From an optimization exercise on the open Yosys and OpenROAD flow, aimed at small area, a short achievable clock period and few clock cycles; shortcuts taken in it are not production practice. Where RTL was checked, it was by simulation tests only, not by an equivalence proof against the original. Function not checked in runs 1 to 6: the RTL went through the layout flow alone.

==> flow/design.v <==
package edge_pkg;
  localparam int LINE_LENGTH    = 16;                           
  localparam int LINE_COUNT     = 6;                            
  localparam int PIX_PER_WORD   = 4;                            
  localparam int WORDS_PER_LINE = LINE_LENGTH / PIX_PER_WORD;   
  typedef logic [7:0]  pixel_t;   
  typedef logic [31:0] word_t;    
  typedef logic [15:0] addr_t;    
  localparam int SRC_BASE = 0;                                  
  localparam int DST_BASE = WORDS_PER_LINE * LINE_COUNT;        
  localparam int LAST_STEP = 49;
endpackage
`timescale 1ns/1ps
module sobel_lane (
  input  logic              clk,
  input  logic [9:0]        s0,    
  input  logic [9:0]        s2,    
  input  logic signed [8:0] d0,    
  input  logic signed [8:0] d1,    
  input  logic signed [8:0] d2,    
  output edge_pkg::pixel_t  pix
);
  logic [10:0] dx;
  logic [10:0] dy;
  logic        sx, sy;         
  logic [7:0]  ax, ay;         
  logic        big;            
  logic        sx_q, sy_q, big_q;
  logic [7:0]  ax_q, ay_q;
  logic [9:0]  u;
  assign dx  = {1'b0, s2} - {1'b0, s0};
  assign dy  = {{2{d0[8]}}, d0} + {{2{d2[8]}}, d2} + {d1[8], d1, 1'b0};
  assign sx  = dx[10];
  assign sy  = dy[10];
  assign ax  = dx[7:0] ^ {8{sx}};
  assign ay  = dy[7:0] ^ {8{sy}};
  assign big = (dx[10:8] != {3{sx}}) || (dy[10:8] != {3{sy}});
  always_ff @(posedge clk) begin
    sx_q  <= sx;
    sy_q  <= sy;
    ax_q  <= ax;
    ay_q  <= ay;
    big_q <= big;
  end
  assign u   = {2'b00, ax_q} + {2'b00, ay_q} + {8'd0, sx_q & sy_q, sx_q ^ sy_q};
  assign pix = (big_q || (u[9:8] != 2'd0)) ? 8'hff : u[7:0];
endmodule
`timescale 1ns/1ps
module line_buffer (
  input  logic                 clk,
  input  logic                 clear,    
  input  logic                 push,     
  input  logic                 vpush,    
  input  edge_pkg::word_t      data_r,
  output logic                 lclamp,   
  output logic                 rclamp,   
  output logic [4:1][7:0]      top,      
  output logic [4:1][7:0]      mid,
  output logic [4:1][7:0]      bot
);
  edge_pkg::word_t q [9];
  logic [31:8]     q9;
  logic [1:0]      widx;     
  logic            row0;     
  always_ff @(posedge clk) begin
    if (clear) begin
      widx   <= 2'd0;
      row0   <= 1'b1;
      lclamp <= 1'b0;
      rclamp <= 1'b0;
    end else if (push) begin
      widx   <= widx + 2'd1;
      lclamp <= (widx == 2'd1);
      rclamp <= (widx == 2'd0);
      if (widx == 2'd3) row0 <= 1'b0;
    end
  end
  always_ff @(posedge clk) begin
    if (push) begin
      q[0] <= vpush ? q[3] : data_r;
      q[1] <= q[0];
      q[2] <= q[1];
      q[3] <= q[2];
      q[4] <= row0 ? data_r : q[3];
      q[5] <= q[4];
      q[6] <= q[5];
      q[7] <= q[6];
      q[8] <= q[7];
      q9   <= q[8][31:8];
    end
  end
  assign bot = {q[0][7:0], q[1][31:8]};
  assign mid = {q[4][7:0], q[5][31:8]};
  assign top = {q[8][7:0], q9};
endmodule
`timescale 1ns/1ps
module acc_control (
  input  logic            clk,
  input  logic            reset,
  input  logic            start,
  output logic            finish,
  output edge_pkg::addr_t addr,
  output logic            en,
  output logic            we,
  output logic            clear,    
  output logic            push,     
  output logic            vpush     
);
  logic       run;       
  logic       fin;       
  logic [3:0] blk;       
  logic [2:0] ph;        
  logic [3:0] blk_n;     
  logic [2:0] ph_n;
  logic [5:0] addr_q;    
  logic [5:0] base_n;    
  logic       last;      
  logic       go;        
  logic       rd_n, wr_n, vr, rd;
  assign last  = (blk == 4'd9) && (ph == 3'd3);
  assign go    = !run && !fin && start;
  assign ph_n  = (ph == 3'd4) ? 3'd0 : ph + 3'd1;
  assign blk_n = (ph == 3'd4) ? blk + 4'd1 : blk;
  function automatic logic blk_write(input logic [3:0] b);
    blk_write = (b == 4'd2) || (b == 4'd4) || (b == 4'd6) || (b == 4'd8) || (b == 4'd9);
  endfunction
  assign wr_n = blk_write(blk_n);
  assign rd_n = !blk_write(blk_n) && !((blk_n == 4'd7) && (ph_n == 3'd4));
  assign rd   = !blk_write(blk) && !((blk == 4'd7) && (ph == 3'd4));
  assign vr   = ((blk == 4'd7) && (ph == 3'd4)) || ((blk == 4'd8) && (ph != 3'd4));
  always_comb begin
    case (blk_n)
      4'd1:    base_n = 6'd5;
      4'd2:    base_n = 6'd24;
      4'd3:    base_n = 6'd10;
      4'd4:    base_n = 6'd29;
      4'd5:    base_n = 6'd15;
      4'd6:    base_n = 6'd34;
      4'd7:    base_n = 6'd20;
      4'd8:    base_n = 6'd39;
      4'd9:    base_n = 6'd44;
      default: base_n = 6'd0;
    endcase
  end
  assign addr  = {10'd0, addr_q};
  assign clear = !run && !fin;
  always_ff @(posedge clk or posedge reset) begin
    if (reset) begin
      run    <= 1'b0;
      fin    <= 1'b0;
      en     <= 1'b0;
      finish <= 1'b0;
    end else begin
      run    <= go || (run && !last);
      fin    <= (run && last) || (fin && start);
      finish <= (run && last) || (finish && start);
      en     <= go || (run && !last && (rd_n || wr_n));
    end
  end
  always_ff @(posedge clk) begin
    push  <= run && (rd || vr);
    vpush <= vr;
    we    <= wr_n;
    if (!run) begin
      blk    <= 4'd0;
      ph     <= 3'd0;
      addr_q <= 6'd0;
    end else begin
      blk    <= blk_n;
      ph     <= ph_n;
      addr_q <= base_n + {3'd0, ph_n};
    end
  end
endmodule
`timescale 1ns/1ps
module edge_acc (
  input  logic            clk,
  input  logic            reset,
  input  logic            start,    
  output logic            finish,   
  output edge_pkg::addr_t addr,
  output logic            en,
  output logic            we,
  output edge_pkg::word_t data_w,
  input  edge_pkg::word_t data_r
);
  logic clear, push, vpush;
  logic lclamp;                   
  logic rclamp;                   
  logic cols_q;                   
  logic [4:1][7:0] top, mid, bot;
  logic [9:0]        s_n [1:4];   
  logic signed [8:0] d_n [1:4];   
  logic [9:0]        s_q [1:4];   
  logic signed [8:0] d_q [1:4];
  logic [9:0]        s_r;         
  logic signed [8:0] d_r;         
  logic [9:0]        s_c;         
  logic signed [8:0] d_c;
  logic [9:0]        s_l;         
  logic signed [8:0] d_l;         
  edge_pkg::pixel_t  lane_pix [4];
  acc_control u_ctrl (
    .clk    (clk),
    .reset  (reset),
    .start  (start),
    .finish (finish),
    .addr   (addr),
    .en     (en),
    .we     (we),
    .clear  (clear),
    .push   (push),
    .vpush  (vpush)
  );
  line_buffer u_lbuf (
    .clk    (clk),
    .clear  (clear),
    .push   (push),
    .vpush  (vpush),
    .data_r (data_r),
    .lclamp (lclamp),
    .rclamp (rclamp),
    .top    (top),
    .mid    (mid),
    .bot    (bot)
  );
  always_comb begin
    for (int c = 1; c < 5; c++) begin
      s_n[c] = {2'b00, top[c]} + {1'b0, mid[c], 1'b0} + {2'b00, bot[c]};
      d_n[c] = {1'b0, top[c]} - {1'b0, bot[c]};
    end
  end
  always_ff @(posedge clk) begin
    for (int c = 1; c < 5; c++) begin
      s_q[c] <= s_n[c];
      d_q[c] <= d_n[c];
    end
    s_r    <= rclamp ? s_n[3] : s_n[4];
    d_r    <= rclamp ? d_n[3] : d_n[4];
    cols_q <= push;
  end
  always_ff @(posedge clk) begin
    if (cols_q) begin
      s_c <= s_q[4];
      d_c <= d_q[4];
      s_l <= lclamp ? s_q[4] : s_q[3];
      d_l <= lclamp ? d_q[4] : d_q[3];
    end
  end
  logic [9:0]        lane_s0 [4];
  logic [9:0]        lane_s2 [4];
  logic signed [8:0] lane_d0 [4];
  logic signed [8:0] lane_d1 [4];
  logic signed [8:0] lane_d2 [4];
  assign lane_s0[0] = s_l;
  assign lane_d0[0] = d_l;
  assign lane_s0[1] = s_c;
  assign lane_d0[1] = d_c;
  assign lane_d1[0] = d_c;
  for (genvar j = 2; j < 4; j++) begin : g_left
    assign lane_s0[j] = s_q[j - 1];
    assign lane_d0[j] = d_q[j - 1];
  end
  for (genvar j = 1; j < 4; j++) begin : g_centre
    assign lane_d1[j] = d_q[j];
  end
  assign lane_s2[3] = s_r;
  assign lane_d2[3] = d_r;
  for (genvar j = 0; j < 3; j++) begin : g_right
    assign lane_s2[j] = s_q[j + 1];
    assign lane_d2[j] = d_q[j + 1];
  end
  for (genvar j = 0; j < 4; j++) begin : g_lane
    sobel_lane u_lane (
      .clk (clk),
      .s0  (lane_s0[j]),
      .s2  (lane_s2[j]),
      .d0  (lane_d0[j]),
      .d1  (lane_d1[j]),
      .d2  (lane_d2[j]),
      .pix (lane_pix[j])
    );
  end
  always_ff @(posedge clk) begin
    for (int j = 0; j < 4; j++) begin
      data_w[8*j +: 8] <= lane_pix[j];   
    end
  end
endmodule
==> flow/flow/run.sh <==
#!/bin/bash
cp standard.sh standard_sh.copy.log
cat flow/extra.mk >> config.mk
bash standard.sh > standard.log 2>&1
==> flow/flow/extra.mk <==
export BUFFER_PORTS_ARGS = -buffer_cell sky130_fd_sc_hd__buf_2
==> flow/standard.sh <==
#!/bin/bash
# synth_recipe.tcl (not shown) runs the flow's synth.tcl, then flattens the netlist and writes it again
# the make line also repeats each setting of config.mk as NAME=value (left out here)
make -C /OpenROAD-flow-scripts/flow DESIGN_CONFIG=/design/flow/config.mk WORK_HOME=/design/flow/orfs CLKGATE_MAP_FILE= SYNTH_SCRIPT=/design/flow/synth_recipe.tcl "${@:-finish}"
==> flow/config.mk <==
export PLATFORM = sky130hd
export DESIGN_NAME = edge_acc
export DESIGN_NICKNAME = edge_acc
export VERILOG_FILES = /design/flow/design.v
export SDC_FILE = /design/flow/constraint.sdc
export NUM_CORES = 4
export LEC_CHECK = 0
export CAP_MARGIN = 20
export CORE_MARGIN = 2
export CORE_UTILIZATION = 55
export CTS_CLUSTER_DIAMETER = 80
export CTS_CLUSTER_SIZE = 24
export SLEW_MARGIN = 20
export BUFFER_PORTS_ARGS = -buffer_cell sky130_fd_sc_hd__buf_2
==> flow/constraint.sdc <==
create_clock -name core_clock -period 11.0 [get_ports {clk}]
set_input_delay 2.2000 -clock core_clock [delete_from_list [all_inputs] [get_ports {clk}]]
set_output_delay 2.2000 -clock core_clock [all_outputs]
set_load 0.01 [all_outputs]
==> results_dict.tcl, run 1 <==
set metrics [dict create \
    outcome "no timing/DRC/antenna violations" \
    synth-seq-area-share_pct 54.3 \
    drv_slew 0 \
    setup_viol 0 \
    setup_ws_ps 7590 \
    viasPerCell 5.43 \
    synth_ff_type "edfxtp_1" \
    fillers 4062 \
    ys_warn_count 24 \
    cp_max_fo 11 \
    skew_ps 29.5 \
    rrSetupSlack_ps 7590 \
    postCtsSetupRepairBufs 0 \
    async_reset_ff_share_pct 0.699 \
    drt_drc_violations_left 0 \
    die-area_sq_um 51900 \
    syn_avg_cell_area_sq_um 12.8 \
    period_needed_ps 3410 \
    start_util_pct 55.4 \
    synth_edf_count 348 \
    slew_headroom_pct 27.0 \
    ys_ff_latch 572 \
    timing.final.hold_violations 0 \
    drt_first_iter_violations 922 \
    rsz0062_at_grt "no" \
    vias 16000 \
    crit_type "reg -> reg" \
    drive_gt1_share_pct 11.4 \
    required_ps 11460 \
    finalNetCount 2585 \
    worstSkewPairLatency_ps 580 \
    dp_hpwl_um 42300 \
    drv_cap 0 \
    die_h_um 228 \
    post-route-period-util_pct 31.0 \
    overflow 0 \
    path_clk_slew_ps 90 \
    routabilityCongestion 0.853 \
    tightest_slew_ps 1090 \
    dp_cells 2885 \
    clock.fmax_mhz 294 \
    clk_root_buffer_cell "clkbuf_16" \
    startpoint_type "flop" \
    num_io_pins 86 \
    cts_tree "done" \
    antenna_found_initial 1 \
    core-area_sq_um 49800 \
    worstPathArrival_ps 3870 \
    grt_max_degree 185 \
    final_cells 2951 \
    wl_um 54800 \
    final_util_pct 60.1 \
    fp.dieW_um 228 \
    numCtsBuffers 36 \
    dr.pass1.iters 4 \
    ctsHoldBuffers 0 \
    grt_pass1_wl_um 86200 \
    setup_tns_ps 0 \
    antenna_cells_inserted 0 \
    end_kind "flop" \
    holdCritPathClass "reg -> reg" \
    grt_pass1_vias 16000 \
    wl_per_cell_um 18.6 \
    synth_area_sq_um 27600 \
    synthCells 2158 \
    synth_top_area_share_pct 37.9 \
    rows 82 \
    postRouteAntennaNets 0 \
    yosys-top-cells-area "edfxtp_1, dfxtp_1, ha_1" \
    cts_resized 0 \
    cts-htree-levels 2 \
    clockBufferDepth 3 \
    grt_usage_pct 21.4 \
    ys_types 83 \
    place_ws_ps 7610 \
    yosys.area.top_type "edfxtp_1" \
    syn_to_final_growth_pct 8.62 \
    cts_num_sinks 572 \
    portBuffers 75 \
]
## metrics by stage
stage | hold WS [ps] | cell area (sq um)
2_1_floorplan | 400 | 27600
3_3_place_gp | 401 | 28700
3_5_place_dp | 405 | 28700
4_1_cts | 408 | 29900
5_1_grt | 412 | 29900
6_report | 410 | 29900
## cells in the final DEF (no fill, tap or decap), types with 9 or more instances in the layout
| cell type | instances |
|---|---|
| edfxtp_1 | 348 |
| dfxtp_1 | 219 |
| ha_1 | 210 |
| inv_1 | 169 |
| nor2_1 | 131 |
| mux2_2 | 101 |
| xnor2_1 | 100 |
| fa_1 | 89 |
| a21oi_1 | 83 |
| nand2_1 | 83 |
| o21ai_0 | 81 |
| xor2_1 | 75 |
| buf_2 | 75 |
| a21o_1 | 41 |
| clkbuf_16 | 37 |
| nor2b_1 | 35 |
| nor3_1 | 29 |
| o21a_1 | 29 |
| and2_1 | 22 |
| nand2b_1 | 19 |
| nand3_1 | 17 |
| and3_1 | 17 |
| mux2i_1 | 16 |
| a211oi_1 | 15 |
| or3_1 | 13 |
| a21boi_0 | 13 |
| a31oi_1 | 13 |
| o21ai_1 | 10 |
| o211ai_1 | 10 |
| conb_1 | 10 |
| clkbuf_1 | 10 |
| nand4_1 | 9 |
| nor4_1 | 9 |
## critical path, cell delays in order, from the launching register on
cell,delay (ps)
dfxtp_1,450
fa_1,460
ha_1,400
and2_1,180
a31oi_1,230
nand4_1,200
a2111oi_2,330
nor3_1,90
buf_4,200
or3_1,380
a2111o_1,370
## per-layer routing
| layer | share of wire (%) | routed length [um] | up-vias | global-route usage, % |
|---|---|---|---|---|
| li1 | - | - | 7886 | - |
| met1 | 47 | 25500 | 7769 | 29.4 |
| met2 | 46 | 25300 | 281 | 34.7 |
| met3 | 3.7 | 2010 | 76 | 2.94 |
| met4 | 3.6 | 1950 | 0 | 8.02 |
| met5 | 0 | 0 | - | 0 |
## Yosys cell counts, drive strengths merged, types with 10 or more instances
master  instances
a211oi         17
a21boi         13
a21o           41
a21oi          83
a31oi          13
and2           22
and3           17
buf            21
clkbuf         14
dfxtp         220
edfxtp        348
fa             89
ha            210
inv           169
mux2          101
mux2i          16
nand2          83
nand2b         19
nand3          17
nor2          132
nor2b          35
nor3           29
o211ai         10
o21a           29
o21ai          91
or2            10
or3            13
xnor2         102
xor2           75
## final timing paths
kind                                  from                endpoint  depth (start not counted)
max                              d_q[2][4]  g_lane[2].u_lane.big_q                         10
min in group asynchronous            reset              u_ctrl.fin                          2
min reg2reg                u_lbuf.q[0][19]         u_lbuf.q[1][19]                          0
max reg2reg                      d_q[2][4]  g_lane[2].u_lane.big_q                         10
max in group asynchronous            reset              u_ctrl.run                          2
min                        u_lbuf.q[0][19]         u_lbuf.q[1][19]                          0
## final cells by class
| class | instances | area, sq um | area share [%] |
|---|---|---|---|
| Inverter | 169 | 634 | 2.12 |
| Timing Repair Buffer | 81 | 433 | 1.45 |
| Multi-Input combinational cell | 1391 | 11800 | 39.5 |
| Tap cell | 672 | 841 | 2.81 |
| Clock inverter | 18 | 251 | 0.840 |
| Sequential cell | 572 | 15000 | 50.0 |
| Clock buffer | 48 | 977 | 3.27 |
## cells by family after synthesis
group                    count (synthesis)  synth area share, %
XOR/XNOR                               177                 5.63
multiplexers                           117                 4.71
flip-flops                             572                 54.3
other                                    1               0.0136
adder cells (fa/ha/maj)                299                 16.0
buffers and inverters                  204                 2.95
AND/OR/NAND/NOR                        420                 7.60
AO/OA/AOI/OAI                          368                 8.81
## flip-flops by register name, indices dropped and copies added, names as in the netlist, 9 cells and up
register / count
g_lane.u_lane.ax_q: 32
u_lbuf.q: 288
data_w: 32
s_r: 9
s_l: 10
g_lane.u_lane.ay_q: 32
s_c: 10
d_r: 9
u_lbuf.q9: 24
d_q: 36
s_q: 36
==> run 2: changes to the inputs <==
--- a/flow/design.v
+++ b/flow/design.v
@@ -108,5 +108,5 @@
 );
   logic       run;       
-  logic       fin;       
+  logic       busy;      
   logic [3:0] blk;       
   logic [2:0] ph;        
@@ -119,5 +119,5 @@
   logic       rd_n, wr_n, vr, rd;
   assign last  = (blk == 4'd9) && (ph == 3'd3);
-  assign go    = !run && !fin && start;
+  assign go    = !busy && start;
   assign ph_n  = (ph == 3'd4) ? 3'd0 : ph + 3'd1;
   assign blk_n = (ph == 3'd4) ? blk + 4'd1 : blk;
@@ -144,15 +144,15 @@
   end
   assign addr  = {10'd0, addr_q};
-  assign clear = !run && !fin;
+  assign clear = !busy;
   always_ff @(posedge clk or posedge reset) begin
     if (reset) begin
       run    <= 1'b0;
-      fin    <= 1'b0;
+      busy   <= 1'b0;
       en     <= 1'b0;
       finish <= 1'b0;
     end else begin
       run    <= go || (run && !last);
-      fin    <= (run && last) || (fin && start);
-      finish <= (run && last) || (finish && start);
+      busy   <= start || run;
+      finish <= (run && last) || (busy && !run && start);
       en     <= go || (run && !last && (rd_n || wr_n));
     end
==> run 2 against run 1 <==
Design area increased by 0.14%. Largest cell class unchanged. Final cell count decreased by 0.71%. Via count decreased by 0.73%. Register-to-register slack improved by 240 ps. Sequential share of layout area decreased by 0.071 points. Core utilization increased by 0.085 points. Synthesized cell count decreased by 1.3%. Flip-flop and latch count unchanged.
==> results_dict.tcl, run 2 <==
set metrics [dict create \
    clock.fmax_mhz 304 \
    cp_slowest_cell "dfrtp_1" \
    crit_type "reg -> out" \
    start_util_pct 55.4 \
    dp_hpwl_um 40800 \
    ctsHoldBuffers 0 \
    grtUsageMet3_pct 3.69 \
    postCtsSetupRepairBufs 0 \
    wl_um 53700 \
    end_kind "output port" \
    rr_startpoint "u_ctrl.ph[0]" \
    startpoint_type "flop" \
    antenna_cells_inserted 0 \
    top_register "u_lbuf.q" \
    yosys.area_share.adder_pct 16.0 \
    synth_xor_area_share_pct 5.81 \
    wl_per_cell_um 18.3 \
    numCtsBuffers 37 \
    yosys.area.top_type "edfxtp_1" \
    viasPerCell 5.42 \
    fp.dieW_um 228 \
    rrSetupSlack_ps 7830 \
    drv_cap 0 \
    final_cells 2930 \
    top_usage_layer "met2" \
    yosys-top-cells-area "edfxtp_1, dfxtp_1, ha_1" \
    use_met1_pct 29.0 \
    grt_pass1_vias 15800 \
    yosysMostFrequentCell "edfxtp_1" \
    met2_usage_pct 32.8 \
    portBuffers 75 \
    largest_reg_flops 288 \
    drv_slew 0 \
    routabilityCongestion 0.885 \
    ys_ff_latch 572 \
    die_h_um 228 \
    cts_num_sinks 572 \
    reg2reg_to "u_ctrl.addr_q[5]" \
    setup_tns_ps 0 \
    postRouteAntennaNets 0 \
    period_needed_ps 3280 \
    syn_to_final_growth_pct 8.78 \
    finalNetCount 2563 \
    synth_ff_type "edfxtp_1" \
    die-area_sq_um 51900 \
    slowest_delay_ps 370 \
    layout_common_cells "edfxtp_1, dfxtp_1, ha_1" \
    clk_root_buffer_cell "clkbuf_16" \
    cp_max_fo 1 \
    vias 15900 \
    skew_ps 33.0 \
    dr.pass1.iters 5 \
    crit_end "finish" \
    cts_tree "done" \
    timing.final.hold_violations 0 \
    cpLargestDelayFamily "flip-flops" \
    grt_usage_pct 20.9 \
    synth_top_family_by_area "adder cells" \
    path_clk_slew_ps 90 \
    required_ps 8800 \
    overflow 0 \
    dp_cells 2861 \
    setup_viol 0 \
    synthSimpleGateAreaFrac_pct 7.41 \
    outcome "no timing/DRC/antenna violations" \
    syn_avg_cell_area_sq_um 12.9 \
    layout_commonest_cell "edfxtp_1" \
    crit_start "u_ctrl.finish" \
    num_io_pins 86 \
    synth_compound_area_share_pct 8.51 \
    ys_warn_count 24 \
    synthTopCellsByCount "edfxtp_1, dfxtp_1, ha_1, inv_1, nor2_1" \
    drive_gt1_share_pct 12.2 \
    synth_top_area_share_pct 37.9 \
    clockBufferDepth 3 \
    worstSkewPairLatency_ps 600 \
    slew_headroom_pct 31.3 \
    worstPathArrival_ps 1080 \
    rows 82 \
    synth_area_sq_um 27600 \
    worstPathCellList "buf_2" \
    grt_max_degree 208 \
    synth-seq-area-share_pct 54.3 \
    cts_resized 0 \
    core-area_sq_um 49800 \
    post-route-period-util_pct 29.9 \
    synth_edf_count 348 \
    rsz0062_at_grt "no" \
    cts-htree-levels 2 \
    drt_first_iter_violations 1086 \
    ys_types 92 \
    antenna_found_initial 0 \
    path_depth 1 \
    drt_drc_violations_left 0 \
    synthCells 2131 \
    grt_pass1_wl_um 84800 \
    r2r.worst_path.cells 13 \
    reg_top3 "u_lbuf.q: 288 flops, d_q: 36 flops, s_q: 36 flops" \
    tightest_slew_ps 1030 \
    async_reset_ff_share_pct 0.699 \
    synthMuxAreaShare_pct 5.00 \
    path_buf_inv 1 \
    holdCritPathClass "reg -> reg" \
]
[run 2: cell count changes in the layout (fill, tap and decap cells not counted), sizes merged, moves of 4 or more]
| cell | delta |
|---|---|
| a221oi | +4 |
| nand2b | +7 |
| nand2 | -8 |
| a31oi | -4 |
| mux2i | +8 |
| o31ai | +4 |
| o21a | -6 |
| a21oi | -7 |
| nand3 | +5 |
| o21ai | -4 |
| nor2 | -18 |
[run 2: logic make-up after synthesis]
| group | Yosys count |
|---|---|
| xor gates and xnor gates | 182 |
| buffers and inverters | 203 |
| adders and majority gates | 299 |
| and+or+nand+nor | 400 |
| other | 1 |
| AOI/OAI and AO/OA | 350 |
| muxes | 124 |
| DFF | 572 |
[run 2: final cells by class]
| type | count | area, sq um |
|---|---|---|
| repair buffers | 83 | 468 |
| well taps | 672 | 841 |
| inverters | 170 | 638 |
| clock inverters | 17 | 191 |
| multi-input cells | 1365 | 11800 |
| flip-flops and latches | 572 | 15000 |
| clock buffers | 51 | 1050 |
| fillers | 3987 | 19800 |
[run 2: worst register-to-register path, delay by kind of cell, from the launching register on]
| family | cells | cell delay [ps] |
|---|---|---|
| compound gates | 3 | 510 |
| xor+xnor | 2 | 650 |
| fa+ha+maj | 2 | 550 |
| buf+inv | 1 | 60 |
| flops | 1 | 400 |
| mux | 1 | 260 |
| simple gates | 4 | 630 |
[run 2: how the worst min path moves through the flow]
stage                          from               to  slack (ps)  cells after the start
floorplan           u_lbuf.q[8][10]    u_lbuf.q9[10]         400                      0
global placement    u_lbuf.q[2][12]  u_lbuf.q[3][12]         400                      0
detailed placement  u_lbuf.q[8][12]    u_lbuf.q9[12]         400                      0
CTS                 u_lbuf.q[8][24]    u_lbuf.q9[24]         410                      0
global route        u_lbuf.q[8][24]    u_lbuf.q9[24]         420                      0
finish              u_lbuf.q[8][24]    u_lbuf.q9[24]         410                      0
[run 2: through the flow]
| step | hold WS [ps] | worst slack [ps] | instance area, sq um | util [%] |
|---|---|---|---|---|
| floorplan | 400 | 2960 | 27600 | - |
| global placement | 400 | 7710 | 28700 | 57.7 |
| detailed placement | 405 | 7630 | 28700 | 57.7 |
| CTS | 414 | 7600 | 29900 | 60.2 |
| global route | 423 | 7500 | 30000 | 60.2 |
| finish | 413 | 7720 | 30000 | 60.2 |
[run 2: per-layer routing]
metal  wire (um)  up-vias
met5           0        -
met4        2190        0
met3        2340      108
met2       23800      295
met1       25400     7725
li1            -     7767
==> run 3: changes to the inputs <==
==> flow/flow/extra.mk (replaced) <==
export BUFFER_PORTS_ARGS = -buffer_cell sky130_fd_sc_hd__buf_2
export SETUP_SLACK_MARGIN = 7.78
--- a/flow/config.mk
+++ b/flow/config.mk
@@ -13,2 +13,3 @@
 export SLEW_MARGIN = 20
 export BUFFER_PORTS_ARGS = -buffer_cell sky130_fd_sc_hd__buf_2
+export SETUP_SLACK_MARGIN = 7.78
==> run 3 against run 2 <==
Highest routed layer unchanged. Still clean on timing, DRC and antenna. Synthesized cell count unchanged. Die area stayed put. Critical endpoint is now en.
==> results_dict.tcl, run 3 <==
set metrics [dict create \
    outcome "no timing/DRC/antenna violations" \
    postRouteAntennaNets 0 \
    top_usage_layer "met2" \
    clk_root_buffer_cell "clkbuf_16" \
    dr.pass1.iters 5 \
    dpl-instance-area_sq_um 28700 \
    synth_edf_count 348 \
    timing.final.hold_violations 0 \
    grt_max_degree 207 \
    viasPerCell 5.40 \
    fillers 3992 \
    overflow 0 \
    fp.dieW_um 228 \
    yosys-top-cells-area "edfxtp_1, dfxtp_1, ha_1" \
    path_clk_slew_ps 90 \
    required_ps 8800 \
    die-area_sq_um 51900 \
    crit_type "reg -> out" \
    worstSkewPairLatency_ps 570 \
    grt_pass1_vias 15600 \
    synth_area_sq_um 27600 \
    wl_um 54200 \
    r2r.worst_path.cells 10 \
    routabilityCongestion 0.856 \
    setup_viol 0 \
    cp_max_fo 1 \
    synth_ff_type "edfxtp_1" \
    die_h_um 228 \
    reg2reg_to "g_lane[0].u_lane.big_q" \
    met2_usage_pct 33.2 \
    cts_num_sinks 572 \
    yosys.area.top_type "edfxtp_1" \
    cts_tree "done" \
    cp_slowest_cell "dfrtp_1" \
    layout_commonest_cell "edfxtp_1" \
    worstPathCellList "buf_2" \
    cpLargestDelayFamily "flip-flops" \
    path_buf_inv 1 \
    syn_avg_cell_area_sq_um 12.9 \
    wl_per_cell_um 18.5 \
    largest_reg_flops 288 \
    rrSetupSlack_ps 7960 \
    ys_types 92 \
    rsz0062_at_grt "yes" \
    vias 15800 \
    holdCritPathClass "reg -> reg" \
    syn_to_final_growth_pct 8.96 \
    drv_cap 0 \
    worstPathArrival_ps 1070 \
    rr_startpoint "d_q[1][6]" \
    final_cell_area_sq_um 30000 \
    grt_pass1_wl_um 85600 \
    slew_headroom_pct 23.1 \
    yosysMostFrequentCell "edfxtp_1" \
    synth-seq-area-share_pct 54.3 \
    clockBufferDepth 3 \
    ctsHoldBuffers 0 \
    dp_cells 2861 \
    layout_common_cells "edfxtp_1, ha_1, dfxtp_1" \
    core-area_sq_um 49800 \
    hold-worst-slack_ps 417 \
    grtUsageMet3_pct 2.33 \
    antenna_cells_inserted 0 \
    top_register "u_lbuf.q" \
    drive_gt1_share_pct 13.0 \
    drv_slew 0 \
    worstHoldStart "u_lbuf.q[2][10]" \
    rows 82 \
    antenna_found_initial 0 \
    ys_warn_count 24 \
    post-route-period-util_pct 29.7 \
    hold_depth 0 \
    async_reset_ff_share_pct 0.699 \
    portBuffers 75 \
    num_io_pins 86 \
    synth_top_area_share_pct 37.9 \
    ys_ff_latch 572 \
    finalNetCount 2561 \
    startpoint_type "flop" \
    synthCells 2131 \
    use_met1_pct 30.6 \
    grt_usage_pct 21.0 \
    tightest_slew_ps 1150 \
    numCtsBuffers 36 \
    final_cells 2925 \
    cts-htree-levels 2 \
    end_kind "output port" \
    period_needed_ps 3270 \
    skew_ps 16.3 \
    min_to "u_lbuf.q[3][10]" \
    clock.fmax_mhz 306 \
    synthTopCellsByCount "edfxtp_1, dfxtp_1, ha_1, inv_1, nor2_1" \
    setup_tns_ps 0 \
    dp_hpwl_um 41000 \
    reg_top3 "u_lbuf.q: 288 flops, d_q: 36 flops, s_q: 36 flops" \
    start_util_pct 55.4 \
    slowest_delay_ps 370 \
    drt_drc_violations_left 0 \
    drt_first_iter_violations 1176 \
]
-- run 3: stage by stage --
step	utilization (%)	worst slack [ps]
floorplan	-	7920
global placement	57.7	7860
detailed placement	57.7	7700
CTS	60.0	7690
global route	60.3	7680
finish	60.3	7730
-- run 3: layout make-up --
class                   count  area [sq um]  share of cell area, %
clock buffers              45           956                   3.18
clock inverters            19           198                  0.659
inverters                 170           638                   2.13
multi-input cells        1365         11900                   39.6
flip-flops and latches    572         15000                   49.9
well taps                 672           841                   2.80
repair buffers             82           522                   1.74
-- run 3: routing by layer --
layer | vias up | share of wire [%]
li1 | 7760 | -
met1 | 7677 | 49
met4 | 0 | 2.8
met2 | 269 | 45
met5 | - | 0
met3 | 84 | 3.2
-- run 3: how the worst max path moves through the flow --
stage	from	cells after the start	to	slack [ps]
2_1_floorplan	u_ctrl.push	3	u_lbuf.lclamp	7920
3_3_place_gp	d_q[2][3]	9	g_lane[3].u_lane.big_q	7860
3_5_place_dp	d_q[2][3]	9	g_lane[3].u_lane.big_q	7700
4_1_cts	u_ctrl.en	1	en	7690
5_1_grt	u_ctrl.en	1	en	7680
6_report	u_ctrl.en	1	en	7730
-- run 3: logic make-up after synthesis --
| group | share of synthesized area [%] |
|---|---|
| flip-flops | 54.3 |
| AND/OR/NAND/NOR | 7.41 |
| AO/OA/AOI/OAI | 8.51 |
| adder cells (fa/ha/maj) | 16.0 |
| buffers and inverters | 2.97 |
| XOR/XNOR | 5.81 |
| multiplexers | 5.00 |
| other | 0.0136 |
-- run 3: repair_timing --
item                       in CTS  in global routing
setup endpoints to repair      40                 44
buffers inserted                0                  0
resized for setup               8                 31
==> run 4: changes to the inputs <==
--- a/flow/design.v
+++ b/flow/design.v
@@ -28,5 +28,6 @@
   logic        sx_q, sy_q, big_q;
   logic [7:0]  ax_q, ay_q;
-  logic [9:0]  u;
+  logic [8:0]  t;
+  logic [8:0]  u;
   assign dx  = {1'b0, s2} - {1'b0, s0};
   assign dy  = {{2{d0[8]}}, d0} + {{2{d2[8]}}, d2} + {d1[8], d1, 1'b0};
@@ -43,6 +44,7 @@
     big_q <= big;
   end
-  assign u   = {2'b00, ax_q} + {2'b00, ay_q} + {8'd0, sx_q & sy_q, sx_q ^ sy_q};
-  assign pix = (big_q || (u[9:8] != 2'd0)) ? 8'hff : u[7:0];
+  assign t   = {1'b0, ax_q} + {1'b0, ay_q} + {8'd0, sx_q};
+  assign u   = {1'b0, t[7:0]} + {8'd0, sy_q};
+  assign pix = (big_q || t[8] || u[8]) ? 8'hff : u[7:0];
 endmodule
 `timescale 1ns/1ps
==> run 4 against run 3 <==
Clock skew increased by 3.5 ps. Register-to-register slack lost 40 ps. Non-clock buffer count grew 5. Final cell count increased by 0.10%. Critical endpoint unchanged. Area after synthesis down 0.33%. Global-route usage down 0.26 points. Die area shrank 0.32%. Routed wire length is 3.1% lower. Critical path depth stayed put.
==> results_dict.tcl, run 4 <==
set metrics [dict create \
    die_h_um 227 \
    layout_commonest_cell "edfxtp_1" \
    slowest_delay_ps 380 \
    slew_headroom_pct 31.2 \
    tightest_slew_ps 1030 \
    cts_tree "done" \
    ctsHoldBuffers 0 \
    synth_area_sq_um 27500 \
    postRouteAntennaNets 0 \
    period_needed_ps 3290 \
    synthTopCellsByCount "edfxtp_1, dfxtp_1, ha_1, inv_1, xnor2_1" \
    cp_slowest_cell "dfrtp_1" \
    dp_hpwl_um 39700 \
    reg2reg_to "s_r[9]" \
    post-route-period-util_pct 29.9 \
    path_clk_slew_ps 100 \
    rows 81 \
    worstPathCellList "buf_2" \
    setup_viol 0 \
    grt_usage_pct 20.8 \
    overflow 0 \
    synth_edf_count 348 \
    start_util_pct 55.9 \
    layout_common_cells "edfxtp_1, dfxtp_1, ha_1" \
    routabilityCongestion 0.875 \
    grt_pass1_vias 15500 \
    reg_top3 "u_lbuf.q: 288 flops, d_q: 36 flops, s_q: 36 flops" \
    antenna_cells_inserted 0 \
    holdCritPathClass "reg -> reg" \
    path_depth 1 \
    clockBufferDepth 3 \
    dr.pass1.iters 5 \
    hold_depth 0 \
    die-area_sq_um 51700 \
    synth_top_area_share_pct 38.1 \
    portBuffers 75 \
    drt_first_iter_violations 932 \
    crit_type "reg -> out" \
    final_util_pct 61.0 \
    min_to "u_lbuf.q[7][3]" \
    startpoint_type "flop" \
    viasPerCell 5.35 \
    outcome "no timing/DRC/antenna violations" \
    timing.final.hold_violations 0 \
    drv_cap 0 \
    syn_to_final_growth_pct 9.20 \
    rrSetupSlack_ps 7920 \
    grt_max_degree 187 \
    num_io_pins 86 \
    antenna_found_initial 0 \
    top_register "u_lbuf.q" \
    fp.dieW_um 227 \
    drive_gt1_share_pct 13.3 \
    ys_warn_count 24 \
    async_reset_ff_share_pct 0.699 \
    ys_types 93 \
    drv_slew 0 \
    end_kind "output port" \
    numCtsBuffers 35 \
    synthCells 2140 \
    wl_per_cell_um 17.9 \
    worstSkewPairLatency_ps 580 \
    wl_um 52600 \
    synth-seq-area-share_pct 54.5 \
    skew_ps 19.8 \
    largest_reg_flops 288 \
    synth_ff_type "edfxtp_1" \
    finalNetCount 2564 \
    rsz0062_at_grt "yes" \
    yosysMostFrequentCell "edfxtp_1" \
    cts-htree-levels 2 \
    clk_root_buffer_cell "clkbuf_16" \
    path_buf_inv 1 \
    vias 15700 \
    required_ps 8800 \
    drt_drc_violations_left 0 \
    cp_max_fo 1 \
    worstHoldStart "u_lbuf.q[6][3]" \
    r2r.worst_path.cells 10 \
    cpLargestDelayFamily "flip-flops" \
    rr_startpoint "u_lbuf.q[1][25]" \
    ys_ff_latch 572 \
    setup_tns_ps 0 \
    cts_num_sinks 572 \
    clock.fmax_mhz 304 \
    yosys-top-cells-area "edfxtp_1, dfxtp_1, ha_1" \
    core-area_sq_um 49200 \
    yosys.area.top_type "edfxtp_1" \
    worstPathArrival_ps 1090 \
    syn_avg_cell_area_sq_um 12.8 \
    grt_pass1_wl_um 82600 \
]
## run 4: changes by cell type after synthesis, moves of 5 or more
cell,delta
xor2_1,-22
xnor2_1,+19
inv_1,+16
a21oi_1,+15
nand2_1,-12
mux2i_1,-11
or3_1,+9
ha_1,-8
nand2b_1,+8
o21ai_0,+7
nor2_1,-6
o31ai_1,-6
a21o_1,-5
## run 4: cells by family (layout without fill, tap and decap cells)
family | count (synthesis) | count (layout) | share of synthesized area (%)
xor gates and xnor gates | 179 | 179 | 5.74
muxes | 107 | 107 | 4.34
AOI/OAI and AO/OA | 353 | 353 | 8.52
DFF | 572 | 572 | 54.5
other | 1 | 10 | 0.0137
buffers and inverters | 222 | 337 | 3.24
and+or+nand+nor | 415 | 415 | 7.99
adders and majority gates | 291 | 291 | 15.7
## run 4: timing repair
item | in CTS | in global routing
pin swaps | 1 | 6
gates resized for setup | 9 | 41
setup buffers | 2 | 3
endpoints found under the setup margin | 54 | 48
endpoints found under the hold margin | 0 | 0
## run 4: layout make-up
cell class              count  area (sq um)
clock buffers              49           996
clock inverters            14           174
fillers                  3911         19200
inverters                 187           702
multi-input cells        1355         11700
flip-flops and latches    572         15000
well taps                 664           831
repair buffers             87           582
## run 4: metrics by stage
stage                     std cells  hold slack (ps)  setup WS (ps)  instance area [sq um]
after floorplan                2149              400           7920                  27500
after global placement         2860              400           7560                  28600
after detailed placement       2860              405           7430                  28600
after CTS                      2925              418           7660                  29800
after global routing           2928              428           7630                  30000
final                          2928              416           7710                  30000
## run 4: how the worst max path moves through the flow
stage / from / endpoint / slack (ps)
after floorplan: u_ctrl.push / u_lbuf.lclamp / 7920
after global placement: d_c[5] / g_lane[1].u_lane.ay_q[4] / 7560
after detailed placement: d_c[5] / g_lane[1].u_lane.ay_q[7] / 7430
after CTS: u_ctrl.en / en / 7660
after global routing: u_ctrl.en / en / 7630
final: u_ctrl.en / en / 7710
## run 4: routing by layer
| layer | track usage (%) | routed length, um | share of wire [%] |
|---|---|---|---|
| met3 | 3.30 | 1680 | 3.2 |
| met5 | 0 | 0 | 0 |
| met4 | 4.24 | 930 | 1.8 |
| met2 | 34.7 | 25000 | 48 |
| met1 | 28.9 | 24900 | 47 |
==> run 5: changes to the inputs <==
==> flow/flow/extra.mk (replaced) <==
export BUFFER_PORTS_ARGS = -buffer_cell sky130_fd_sc_hd__buf_2
--- a/flow/config.mk
+++ b/flow/config.mk
@@ -13,3 +13,2 @@
 export SLEW_MARGIN = 20
 export BUFFER_PORTS_ARGS = -buffer_cell sky130_fd_sc_hd__buf_2
-export SETUP_SLACK_MARGIN = 7.78
==> run 5 against run 4 <==
First-iteration DRC count up 6.4%. Area after synthesis unchanged. Core utilization down 0.66 points.
==> results_dict.tcl, run 5 <==
set metrics [dict create \
    synth_area_sq_um 27500 \
    finalNetCount 2558 \
    grt_usage_pct 21.0 \
    rsz0062_at_grt "no" \
    worstSkewPairLatency_ps 580 \
    cts_num_sinks 572 \
    hold-worst-slack_ps 418 \
    holdCritPathClass "reg -> reg" \
    viasPerCell 5.37 \
    crit_type "reg -> reg" \
    ctsHoldBuffers 0 \
    die_h_um 227 \
    setup_tns_ps 0 \
    core-area_sq_um 49200 \
    end_kind "flop" \
    yosys.area.top_type "edfxtp_1" \
    cpLargestDelayFamily "compound AO/OA/AOI/OAI gates" \
    final_cells 2917 \
    num_io_pins 86 \
    post-route-period-util_pct 31.8 \
    synth_top_area_share_pct 38.1 \
    antenna_cells_inserted 0 \
    clock.fmax_mhz 286 \
    yosysMostFrequentCell "edfxtp_1" \
    rows 81 \
    cts-htree-levels 2 \
    ys_warn_count 24 \
    cts_tree "done" \
    reg_top3 "u_lbuf.q: 288 flops, d_q: 36 flops, s_q: 36 flops" \
    dp_hpwl_um 39500 \
    cp_max_fo 5 \
    drv_cap 0 \
    start_util_pct 55.9 \
    routabilityCongestion 0.893 \
    drive_gt1_share_pct 11.8 \
    drv_slew 0 \
    period_needed_ps 3490 \
    timing.final.hold_violations 0 \
    async_reset_ff_share_pct 0.699 \
    synth_edf_count 348 \
    synth_ff_type "edfxtp_1" \
    slew_headroom_pct 27.6 \
    syn_to_final_growth_pct 8.02 \
    clockBufferDepth 3 \
    wl_per_cell_um 17.9 \
    dp_cells 2860 \
    drt_first_iter_violations 992 \
    top_register "u_lbuf.q" \
    synth-seq-area-share_pct 54.5 \
    outcome "no timing/DRC/antenna violations" \
    slowest_delay_ps 570 \
    die-area_sq_um 51700 \
    largest_reg_flops 288 \
    syn_avg_cell_area_sq_um 12.8 \
    ys_types 93 \
    portBuffers 75 \
    synthCells 2140 \
    tightest_slew_ps 1090 \
    postRouteAntennaNets 0 \
    setup_viol 0 \
    worstPathCellList "fa_1 > ha_1 > inv_1 > fa_1 > nor2b_1 > o21ai_0 > a21boi_0 > o221ai_1 > nor4_1 > o21ai_0 > a211o_1" \
    grt_pass1_wl_um 83300 \
    clk_root_buffer_cell "clkbuf_16" \
    multi_input_area_sq_um 11700 \
    vias 15700 \
    path_buf_inv 1 \
    fp.dieW_um 227 \
    overflow 0 \
    dr.pass1.iters 5 \
    numCtsBuffers 34 \
    drt_drc_violations_left 0 \
    yosys-top-cells-area "edfxtp_1, dfxtp_1, ha_1" \
    wl_um 52200 \
    ys_ff_latch 572 \
    grt_max_degree 201 \
    cts_resized 0 \
    path_clk_slew_ps 100 \
    required_ps 11460 \
    seq_area_sq_um 15000 \
    worstPathArrival_ps 3950 \
    startpoint_type "flop" \
    layout_common_cells "edfxtp_1, dfxtp_1, ha_1" \
    synthTopCellsByCount "edfxtp_1, dfxtp_1, ha_1, inv_1, xnor2_1" \
    grt_pass1_vias 15600 \
    postCtsSetupRepairBufs 0 \
    cp_slowest_cell "fa_1" \
    layout_commonest_cell "edfxtp_1" \
    skew_ps 32.3 \
    antenna_found_initial 0 \
    fillers 3960 \
]
## run 5: cell types whose count changed in the layout (fill, tap and decap cells not counted), moves of 4 or more
cell,change
buf_6,-17
buf_4,-4
inv_12,-4
dfxtp_1,+16
buf_2,+16
dfxtp_2,-16
## run 5: kinds of logic (layout without fill, tap and decap cells)
kind of cell    after synthesis  count (layout)  synth area share, %
flops                       572             572                 54.5
simple gates                415             415                 7.99
compound gates              353             353                 8.52
fa+ha+maj                   291             291                 15.7
buf+inv                     222             326                 3.24
xor+xnor                    179             179                 5.74
mux                         107             107                 4.34
other cells                   1              10               0.0137
## run 5: routing by layer
| layer | global-route usage (%) | wire [um] | up-vias |
|---|---|---|---|
| met4 | 7.36 | 1650 | 0 |
| met1 | 28.8 | 24600 | 7613 |
| met2 | 34.3 | 24300 | 221 |
| met5 | 0 | 0 | - |
| met3 | 3.05 | 1760 | 76 |
| li1 | - | - | 7755 |
## run 5: path summary, 6_finish.rpt
check / start / to / slack (ps) / cells after the start
worst max register to register: s_c[0] / g_lane[0].u_lane.big_q / 7510 / 11
min in group asynchronous: reset / u_ctrl.en / 1490 / 2
max in group asynchronous: reset / u_ctrl.finish / 9340 / 2
worst min register to register: u_lbuf.q[4][22] / u_lbuf.q[5][22] / 420 / 0
worst min-delay path: u_lbuf.q[4][22] / u_lbuf.q[5][22] / 420 / 0
worst max-delay path: s_c[0] / g_lane[0].u_lane.big_q / 7510 / 11
## run 5: cell type report
type	instances	share of cell area, %
inverter	187	2.37
clock buffer	42	3.04
clock inverter	15	0.548
sequential	572	50.4
tap	664	2.80
timing repair buffer	82	1.48
multi-input combinational	1355	39.3
## run 5: per-stage QoR
step           worst slack (ps)  cell area, sq um  utilization (%)
3_5_place_dp               7470             28600             58.1
6_report                   7510             29700             60.3
3_3_place_gp               7590             28600             58.1
2_1_floorplan              2960             27500                -
5_1_grt                    7210             29700             60.3
4_1_cts                    7450             29600             60.3
==> run 6: changes to the inputs <==
--- a/flow/config.mk
+++ b/flow/config.mk
@@ -9,6 +9,6 @@
 export CORE_MARGIN = 2
 export CORE_UTILIZATION = 55
-export CTS_CLUSTER_DIAMETER = 80
-export CTS_CLUSTER_SIZE = 24
+export CTS_CLUSTER_DIAMETER = 100
+export CTS_CLUSTER_SIZE = 30
 export SLEW_MARGIN = 20
 export BUFFER_PORTS_ARGS = -buffer_cell sky130_fd_sc_hd__buf_2
==> run 6 against run 5 <==
Highest routed layer unchanged. Non-clock buffer count unchanged. Design area decreased by 0.84%. Area after synthesis unchanged. First-iteration DRC count fell by 6.6%. Register-to-register slack improved by 130 ps. Via count is 0.45% lower. Clock skew hardly changed.
==> results_dict.tcl, run 6 <==
set metrics [dict create \
    cpLargestDelayFamily "compound AO/OA/AOI/OAI gates" \
    synthSimpleGateAreaFrac_pct 7.99 \
    cts_resized 0 \
    final_util_pct 59.8 \
    synth_top_family_by_area "adder cells" \
    synthTopCellsByCount "edfxtp_1, dfxtp_1, ha_1, inv_1, xnor2_1" \
    top_register "u_lbuf.q" \
    rr_startpoint "s_c[0]" \
    yosysMostFrequentCell "edfxtp_1" \
    cts_num_sinks 572 \
    drt_first_iter_violations 927 \
    finalNetCount 2549 \
    drv_slew 0 \
    fp.dieW_um 227 \
    crit_type "reg -> reg" \
    grt_max_degree 201 \
    ctsHoldBuffers 0 \
    reg_top3 "u_lbuf.q: 288 flops, d_q: 36 flops, s_q: 36 flops" \
    drt_drc_violations_left 0 \
    start_util_pct 55.9 \
    min_to "u_lbuf.q[1][10]" \
    holdCritPathClass "reg -> reg" \
    syn_avg_cell_area_sq_um 12.8 \
    ys_warn_count 24 \
    period_needed_ps 3370 \
    postCtsSetupRepairBufs 0 \
    yosys.area_share.adder_pct 15.7 \
    num_io_pins 86 \
    cts_tree "done" \
    portBuffers 75 \
    required_ps 11510 \
    rsz0062_at_grt "no" \
    end_kind "flop" \
    vias 15600 \
    setup_tns_ps 0 \
    antenna_found_initial 0 \
    synth_area_sq_um 27500 \
    synth_ff_type "edfxtp_1" \
    routabilityCongestion 0.893 \
    cts-htree-levels 1 \
    setup_viol 0 \
    yosys-top-cells-area "edfxtp_1, dfxtp_1, ha_1" \
    synth_xor_area_share_pct 5.74 \
    cp_max_fo 5 \
    syn_to_final_growth_pct 7.10 \
    numCtsBuffers 25 \
    synth-seq-area-share_pct 54.5 \
    clk_root_buffer_cell "clkbuf_16" \
    dp_cells 2860 \
    rrSetupSlack_ps 7630 \
    path_buf_inv 1 \
    grt_pass1_vias 15400 \
    ys_ff_latch 572 \
    path_clk_slew_ps 110 \
    final_cells 2906 \
    wl_um 51800 \
    cp_slowest_cell "fa_1" \
    outcome "no timing/DRC/antenna violations" \
    largest_reg_flops 288 \
    worstPathArrival_ps 3870 \
    synth_top_area_share_pct 38.1 \
    die_h_um 227 \
    worstHoldStart "u_lbuf.q[0][10]" \
    rows 81 \
    layout_common_cells "edfxtp_1, dfxtp_1, ha_1" \
    ys_types 93 \
    drive_gt1_share_pct 11.2 \
    hold-worst-slack_ps 413 \
    yosys.area.top_type "edfxtp_1" \
    startpoint_type "flop" \
    skew_ps 32.3 \
    reg2reg_to "g_lane[0].u_lane.big_q" \
    worstPathCellList "fa_1 > ha_1 > inv_1 > fa_1 > nor2b_1 > o21ai_0 > a21boi_0 > o221ai_1 > nor4_1 > o21ai_0 > a211o_1" \
    synth_edf_count 348 \
    async_reset_ff_share_pct 0.699 \
    clockBufferDepth 3 \
    r2r.worst_path.cells 11 \
    overflow 0 \
    timing.final.hold_violations 0 \
    hold_depth 0 \
    antenna_cells_inserted 0 \
    worstSkewPairLatency_ps 620 \
    tightest_slew_ps 1080 \
    synthMuxAreaShare_pct 4.34 \
    slowest_delay_ps 570 \
    drv_cap 0 \
    dr.pass1.iters 5 \
    viasPerCell 5.37 \
    die-area_sq_um 51700 \
    slew_headroom_pct 27.8 \
    grt_pass1_wl_um 82300 \
    synthCells 2140 \
    grt_usage_pct 20.6 \
    core-area_sq_um 49200 \
    clock.fmax_mhz 297 \
    wl_per_cell_um 17.8 \
    postRouteAntennaNets 0 \
    post-route-period-util_pct 30.6 \
    synth_compound_area_share_pct 8.52 \
    layout_commonest_cell "edfxtp_1" \
    dp_hpwl_um 39500 \
]
[run 6: worst reg2reg max path, cell delays in order (launching register included)]
cell and delay [ps]:
edfxtp_1 470, fa_1 570, ha_1 160, inv_1 60
fa_1 390, nor2b_1 130, o21ai_0 100, a21boi_0 340
o221ai_1 270, nor4_1 340, o21ai_0 150, a211o_1 300
[run 6: cell type report]
cell class / count / area (sq um)
Clock buffer: 36 / 667
Multi-Input combinational cell: 1355 / 11700
Tap cell: 664 / 831
Sequential cell: 572 / 15000
Inverter: 187 / 702
Timing Repair Buffer: 82 / 440
Clock inverter: 10 / 148
Fill cell: 3980 / 19700
[run 6: worst max path at each step]
stage	from	endpoint	slack (ps)	cells past startpoint
2_1_floorplan	u_ctrl.push	cols_q	2960	0
3_3_place_gp	d_c[5]	g_lane[1].u_lane.ay_q[4]	7590	9
3_5_place_dp	d_c[5]	g_lane[1].u_lane.ay_q[2]	7470	9
4_1_cts	d_c[5]	g_lane[1].u_lane.ay_q[2]	7450	9
5_1_grt	s_c[0]	g_lane[0].u_lane.big_q	7350	11
6_report	s_c[0]	g_lane[0].u_lane.big_q	7630	11
[run 6: logic make-up (layout without fill, tap and decap cells)]
logic type / after synthesis / in the layout
DFF: 572 / 572
and+or+nand+nor: 415 / 415
AOI/OAI and AO/OA: 353 / 353
adders and majority gates: 291 / 291
buffers and inverters: 222 / 315
xor gates and xnor gates: 179 / 179
muxes: 107 / 107
other: 1 / 10
[run 6: per-stage QoR]
| step | setup WS [ps] | cell area, sq um |
|---|---|---|
| after CTS | 7450 | 29400 |
| after floorplan | 2960 | 27500 |
| after global routing | 7350 | 29400 |
| after detailed placement | 7470 | 28600 |
| after global placement | 7590 | 28600 |
| final | 7630 | 29400 |
[run 6: metal layers]
metal	track usage [%]	vias up	wire length, um
li1	-	7728	-
met1	29.1	7627	24900
met2	33.7	178	24000
met3	2.50	61	1460
met4	5.63	0	1500
met5	0	-	0
==> run 7: changes to the inputs <==
--- a/flow/design.v
+++ b/flow/design.v
@@ -110,5 +110,5 @@
 );
   logic       run;       
-  logic       busy;      
+  logic       fin;       
   logic [3:0] blk;       
   logic [2:0] ph;        
@@ -121,5 +121,5 @@
   logic       rd_n, wr_n, vr, rd;
   assign last  = (blk == 4'd9) && (ph == 3'd3);
-  assign go    = !busy && start;
+  assign go    = !run && !fin && start;
   assign ph_n  = (ph == 3'd4) ? 3'd0 : ph + 3'd1;
   assign blk_n = (ph == 3'd4) ? blk + 4'd1 : blk;
@@ -146,15 +146,15 @@
   end
   assign addr  = {10'd0, addr_q};
-  assign clear = !busy;
+  assign clear = !run && !fin;
   always_ff @(posedge clk or posedge reset) begin
     if (reset) begin
       run    <= 1'b0;
-      busy   <= 1'b0;
+      fin    <= 1'b0;
       en     <= 1'b0;
       finish <= 1'b0;
     end else begin
       run    <= go || (run && !last);
-      busy   <= start || run;
-      finish <= (run && last) || (busy && !run && start);
+      fin    <= (run && last) || (fin && start);
+      finish <= (run && last) || (finish && start);
       en     <= go || (run && !last && (rd_n || wr_n));
     end
==> flow/flow/extra.mk (replaced) <==
export BUFFER_PORTS_ARGS = -buffer_cell sky130_fd_sc_hd__buf_2
export SETUP_SLACK_MARGIN = 7.78
--- a/flow/config.mk
+++ b/flow/config.mk
@@ -13,2 +13,3 @@
 export SLEW_MARGIN = 20
 export BUFFER_PORTS_ARGS = -buffer_cell sky130_fd_sc_hd__buf_2
+export SETUP_SLACK_MARGIN = 7.78
==> run 7 against run 6 <==
Routed wire length grew 0.81%. Flip-flop and latch count is the same. Sequential share of layout area grew 0.38 points. First-iteration DRC count grew 1.4%. Clock skew shrank 4.0 ps. Non-clock buffer count shrank 1. Design area shrank 0.62%. Register-to-register slack gained 330 ps. Core utilization is essentially flat.
==> results_dict.tcl, run 7 <==
set metrics [dict create \
    cts-htree-levels 1 \
    async_reset_ff_share_pct 0.699 \
    slowest_delay_ps 400 \
    crit_type "reg -> out" \
    syn_avg_cell_area_sq_um 13.1 \
    synthTopCellsByCount "edfxtp_1, dfxtp_1, ha_1, inv_1, xnor2_1" \
    synth-seq-area-share_pct 55.0 \
    path_buf_inv 1 \
    top_register "u_lbuf.q" \
    grt_max_degree 202 \
    rsz0062_at_grt "yes" \
    cp_max_fo 2 \
    wl_um 52200 \
    core-area_sq_um 48800 \
    path_clk_slew_ps 110 \
    layout_commonest_cell "edfxtp_1" \
    numCtsBuffers 24 \
    portBuffers 75 \
    dr.pass1.iters 5 \
    skew_ps 28.3 \
    holdCritPathClass "reg -> reg" \
    ys_warn_count 24 \
    antenna_cells_inserted 0 \
    timing.final.hold_violations 0 \
    synth_top_area_share_pct 38.4 \
    ctsHoldBuffers 0 \
    wl_per_cell_um 18.4 \
    yosysMostFrequentCell "edfxtp_1" \
    synth_xor_area_share_pct 6.57 \
    synth_compound_area_share_pct 8.63 \
    worstHoldStart "u_lbuf.q[0][24]" \
    yosys.area.top_type "edfxtp_1" \
    cts_tree "done" \
    antenna_found_initial 0 \
    worstSkewPairLatency_ps 600 \
    dp_cells 2795 \
    rrSetupSlack_ps 7960 \
    r2r.worst_path.cells 11 \
    drive_gt1_share_pct 11.7 \
    ys_types 75 \
    largest_reg_flops 288 \
    outcome "no timing/DRC/antenna violations" \
    grt_pass1_vias 14900 \
    setup_viol 0 \
    hold_depth 0 \
    drt_drc_violations_left 0 \
    worstPathArrival_ps 1130 \
    synth_top_family_by_area "adder cells" \
    synthSimpleGateAreaFrac_pct 6.33 \
    yosys-top-cells-area "edfxtp_1, dfxtp_1, ha_1" \
    synth_edf_count 348 \
    synth_area_sq_um 27200 \
    vias 15200 \
    min_to "u_lbuf.q[1][24]" \
    yosys.area_share.adder_pct 15.9 \
    viasPerCell 5.34 \
    synthMuxAreaShare_pct 4.45 \
    start_util_pct 55.6 \
    final_cells 2840 \
    num_io_pins 86 \
    cp_slowest_cell "dfrtp_1" \
    overflow 0 \
    reg_top3 "u_lbuf.q: 288 flops, d_q: 36 flops, s_q: 36 flops" \
    postRouteAntennaNets 0 \
    rr_startpoint "d_c[1]" \
    end_kind "output port" \
    clk_root_buffer_cell "clkbuf_16" \
    layout_common_cells "edfxtp_1, dfxtp_1, ha_1" \
    dp_hpwl_um 40000 \
    setup_tns_ps 0 \
    cpLargestDelayFamily "flip-flops" \
    slew_headroom_pct 27.8 \
    tightest_slew_ps 1080 \
    synth_ff_type "edfxtp_1" \
    drt_first_iter_violations 940 \
    die-area_sq_um 51200 \
    period_needed_ps 3330 \
    synthCells 2073 \
    ys_ff_latch 572 \
    grt_usage_pct 20.7 \
    die_h_um 226 \
    routabilityCongestion 0.882 \
    drv_slew 0 \
    post-route-period-util_pct 30.3 \
    clock.fmax_mhz 300 \
    syn_to_final_growth_pct 7.53 \
    clockBufferDepth 3 \
    rows 81 \
    reg2reg_to "g_lane[1].u_lane.big_q" \
    finalNetCount 2484 \
    drv_cap 0 \
    startpoint_type "flop" \
    grt_pass1_wl_um 81700 \
    required_ps 8800 \
    fp.dieW_um 226 \
    worstPathCellList "buf_2" \
    cts_num_sinks 572 \
]
## run 7: how the worst max path moves through the flow
stage / start / end / slack, ps / cells past startpoint
2_1_floorplan: u_ctrl.push / u_lbuf.rclamp / 7920 / 3
3_3_place_gp: u_ctrl.ph[0] / u_ctrl.addr_q[5] / 7840 / 14
3_5_place_dp: u_ctrl.ph[0] / u_ctrl.addr_q[5] / 7720 / 14
4_1_cts: u_ctrl.finish / finish / 7630 / 1
5_1_grt: u_ctrl.finish / finish / 7620 / 1
6_report: u_ctrl.finish / finish / 7670 / 1
## run 7: area by class of cell
type	instances	area (sq um)
multi-input combinational	1299	11500
tap	664	831
inverter	180	676
timing repair buffer	81	520
sequential	572	15000
fill	3915	19600
clock inverter	6	70.1
clock buffer	38	696
## run 7: cells by family after synthesis
kind of cell | count (synthesis)
AOI/OAI and AO/OA | 362
xor gates and xnor gates | 197
adders and majority gates | 291
buffers and inverters | 211
DFF | 572
muxes | 109
other | 1
and+or+nand+nor | 330
## run 7: metrics by stage
| stage | hold WS (ps) | setup WS [ps] | utilization [%] | area (sq um) |
|---|---|---|---|---|
| 5_1_grt | 425 | 7620 | 59.8 | 29200 |
| 4_1_cts | 419 | 7630 | 59.5 | 29100 |
| 2_1_floorplan | 400 | 7920 | - | 27200 |
| 6_report | 415 | 7670 | 59.8 | 29200 |
| 3_3_place_gp | 401 | 7840 | 57.9 | 28300 |
| 3_5_place_dp | 405 | 7720 | 57.9 | 28300 |
## run 7: timing repair
action | 4_1_cts | 5_1_grt
setup buffers | 0 | 1
endpoints found under the setup margin | 44 | 49
cloned | 0 | 0
gates resized for setup | 2 | 37
## run 7: routing by layer
metal | vias to the layer above | part of all wire, % | track usage, %
li1 | 7461 | - | -
met2 | 228 | 47 | 34.4
met3 | 58 | 3.4 | 2.50
met1 | 7421 | 47 | 29.2
met5 | - | 0 | 0
met4 | 0 | 2.1 | 4.82
Testbench counts of run 7, summed over its fixed seeds: cycles 9,784.
==> run 8: changes to the inputs <==
--- a/flow/config.mk
+++ b/flow/config.mk
@@ -8,7 +8,7 @@
 export CAP_MARGIN = 20
 export CORE_MARGIN = 2
-export CORE_UTILIZATION = 55
-export CTS_CLUSTER_DIAMETER = 100
-export CTS_CLUSTER_SIZE = 30
+export CORE_UTILIZATION = 60
+export CTS_CLUSTER_DIAMETER = 90
+export CTS_CLUSTER_SIZE = 28
 export SLEW_MARGIN = 20
 export BUFFER_PORTS_ARGS = -buffer_cell sky130_fd_sc_hd__buf_2
==> run 8 against run 7 <==
Still clean. Clock skew up 1.0 ps. First-iteration DRC count is 17% higher. Area after synthesis unchanged. Sequential share of layout area about the same. Non-clock buffer count increased by 3. Synthesized cell count is the same. Fmax is 0.28% higher. Critical endpoint unchanged. Largest cell class unchanged. Highest routed layer unchanged.
==> results_dict.tcl, run 8 <==
set metrics [dict create \
    synth-seq-area-share_pct 55.0 \
    largest_reg_flops 288 \
    drv_cap 0 \
    yosysMostFrequentCell "edfxtp_1" \
    setup_viol 0 \
    synthTopCellsByCount "edfxtp_1, dfxtp_1, ha_1, inv_1, xnor2_1" \
    grt_pass1_vias 14900 \
    hold-worst-slack_ps 419 \
    timing.final.hold_violations 0 \
    cts_num_sinks 572 \
    drt_drc_violations_left 0 \
    required_ps 8800 \
    dr.pass1.iters 5 \
    fp.dieW_um 217 \
    holdCritPathClass "reg -> reg" \
    clk_root_buffer_cell "clkbuf_16" \
    worstPathArrival_ps 1120 \
    cp_slowest_cell "dfrtp_1" \
    cp_max_fo 2 \
    antenna_cells_inserted 0 \
    top_register "u_lbuf.q" \
    dp_hpwl_um 39700 \
    reg_top3 "u_lbuf.q: 288 flops, d_q: 36 flops, s_q: 36 flops" \
    core-area_sq_um 44500 \
    path_buf_inv 1 \
    grt_usage_pct 22.1 \
    path_clk_slew_ps 100 \
    syn_to_final_growth_pct 7.53 \
    synth_ff_type "edfxtp_1" \
    clockBufferDepth 3 \
    yosys.area.top_type "edfxtp_1" \
    path_depth 1 \
    rows 77 \
    antenna_found_initial 0 \
    setup_tns_ps 0 \
    synth_top_area_share_pct 38.4 \
    async_reset_ff_share_pct 0.699 \
    vias 15300 \
    postRouteAntennaNets 0 \
    outcome "no timing/DRC/antenna violations" \
    ys_ff_latch 572 \
    period_needed_ps 3320 \
    drive_gt1_share_pct 11.8 \
    ys_types 75 \
    synth_area_sq_um 27200 \
    grt_pass1_wl_um 80600 \
    crit_type "reg -> out" \
    yosys-top-cells-area "edfxtp_1, dfxtp_1, ha_1" \
    startpoint_type "flop" \
    viasPerCell 5.52 \
    ys_warn_count 24 \
    portBuffers 75 \
    grt_max_degree 180 \
    cts_tree "done" \
    overflow 0 \
    slew_headroom_pct 26.8 \
    wl_per_cell_um 18.7 \
    ctsHoldBuffers 0 \
    layout_commonest_cell "edfxtp_1" \
    syn_avg_cell_area_sq_um 13.1 \
    worstSkewPairLatency_ps 590 \
    post-route-period-util_pct 30.2 \
    synth_edf_count 348 \
    synthCells 2073 \
    end_kind "output port" \
    wl_um 52000 \
    finalNetCount 2490 \
    r2r.worst_path.cells 15 \
]
-- run 8: cell count changes in the layout (fill, tap and decap cells not counted), sizes merged --
cell / previous run / this run
inv: 183 / 187
clkinv: 3 / 1
buf: 81 / 84
bufinv: 0 / 1
clkbuf: 38 / 40
-- run 8: layer usage --
| metal | wire [um] | GRT usage, % | part of all wire (%) |
|---|---|---|---|
| met5 | 0 | 0 | 0 |
| met1 | 24000 | 31.0 | 46 |
| met2 | 24400 | 36.8 | 47 |
| met3 | 2210 | 2.35 | 4.2 |
| met4 | 1440 | 6.55 | 2.8 |
-- run 8: cell type report --
class | instances | area (sq um)
clock inverter | 9 | 121
fill | 3324 | 15300
tap | 592 | 741
sequential | 572 | 15000
clock buffer | 40 | 777
multi-input combinational | 1299 | 11400
inverter | 180 | 676
timing repair buffer | 84 | 499
-- run 8: logic make-up after synthesis --
family	synth area share, %
AOI/OAI and AO/OA	8.63
and+or+nand+nor	6.33
muxes	4.45
other	0.0138
xor gates and xnor gates	6.57
DFF	55.0
buffers and inverters	3.14
adders and majority gates	15.9
-- run 8: final timing paths --
check                                 from               end  slack, ps
min                        u_lbuf.q[0][17]   u_lbuf.q[1][17]        420
min reg2reg                u_lbuf.q[0][17]   u_lbuf.q[1][17]        420
max                          u_ctrl.finish            finish       7680
min in group asynchronous            reset     u_ctrl.finish       1470
max reg2reg                   u_ctrl.ph[0]  u_ctrl.addr_q[5]       7910
max in group asynchronous            reset        u_ctrl.run       9390
-- run 8: repair_timing --
action | in CTS | in global routing
setup endpoints to repair | 44 | 43
buffers inserted | 1 | 3
gates cloned | 0 | 0
pin swaps | 0 | 0
resized for setup | 7 | 16
-- run 8: metrics by stage --
step           cells  setup slack (ps)  utilization (%)  area (sq um)
2_1_floorplan   2082              7920                -         27200
3_5_place_dp    2723              7750             63.4         28200
3_3_place_gp    2723              7840             63.4         28200
6_report        2776              7680             65.7         29200
5_1_grt         2776              7620             65.7         29200
4_1_cts         2773              7650             65.5         29100

==> separate check: timing with driven ports <==
Ports are ideal in the flow. The routed layouts listed here were re-timed in OpenROAD. Step 1, drivers: a clkbuf_16 drives clk and a buf_2 each remaining input, both assumed. Step 2 moves the port delays by t, midway between the first and last clock arrival at a register: inputs arrive t later, outputs are due t later. That takes back most of the time a late clock gives input paths. Slacks: no drivers / after step 1 / after step 2; pairs: no drivers / after step 1.
| run | t, ns | slack for setup (ns) | cell pins on the clock port's net |
|---|---|---|---|
| run 1 | 0.629 | 7.595 / 7.595 / 7.595 | 1 |
| run 2 | 0.641 | 7.715 / 7.657 / 7.830 | 1 |
| run 3 | 0.623 | 7.731 / 7.672 / 7.962 | 1 |
| run 4 | 0.623 | 7.713 / 7.655 / 7.817 | 1 |
| run 5 | 0.623 | 7.505 / 7.505 / 7.505 | 1 |
| run 6 | 0.655 | 7.635 / 7.606 / 7.635 | 1 |
| run 7 | 0.645 | 7.667 / 7.609 / 7.958 | 1 |
| run 8 | 0.637 | 7.677 / 7.618 / 7.909 | 1 |
After both steps setup and hold are still met in every run listed.
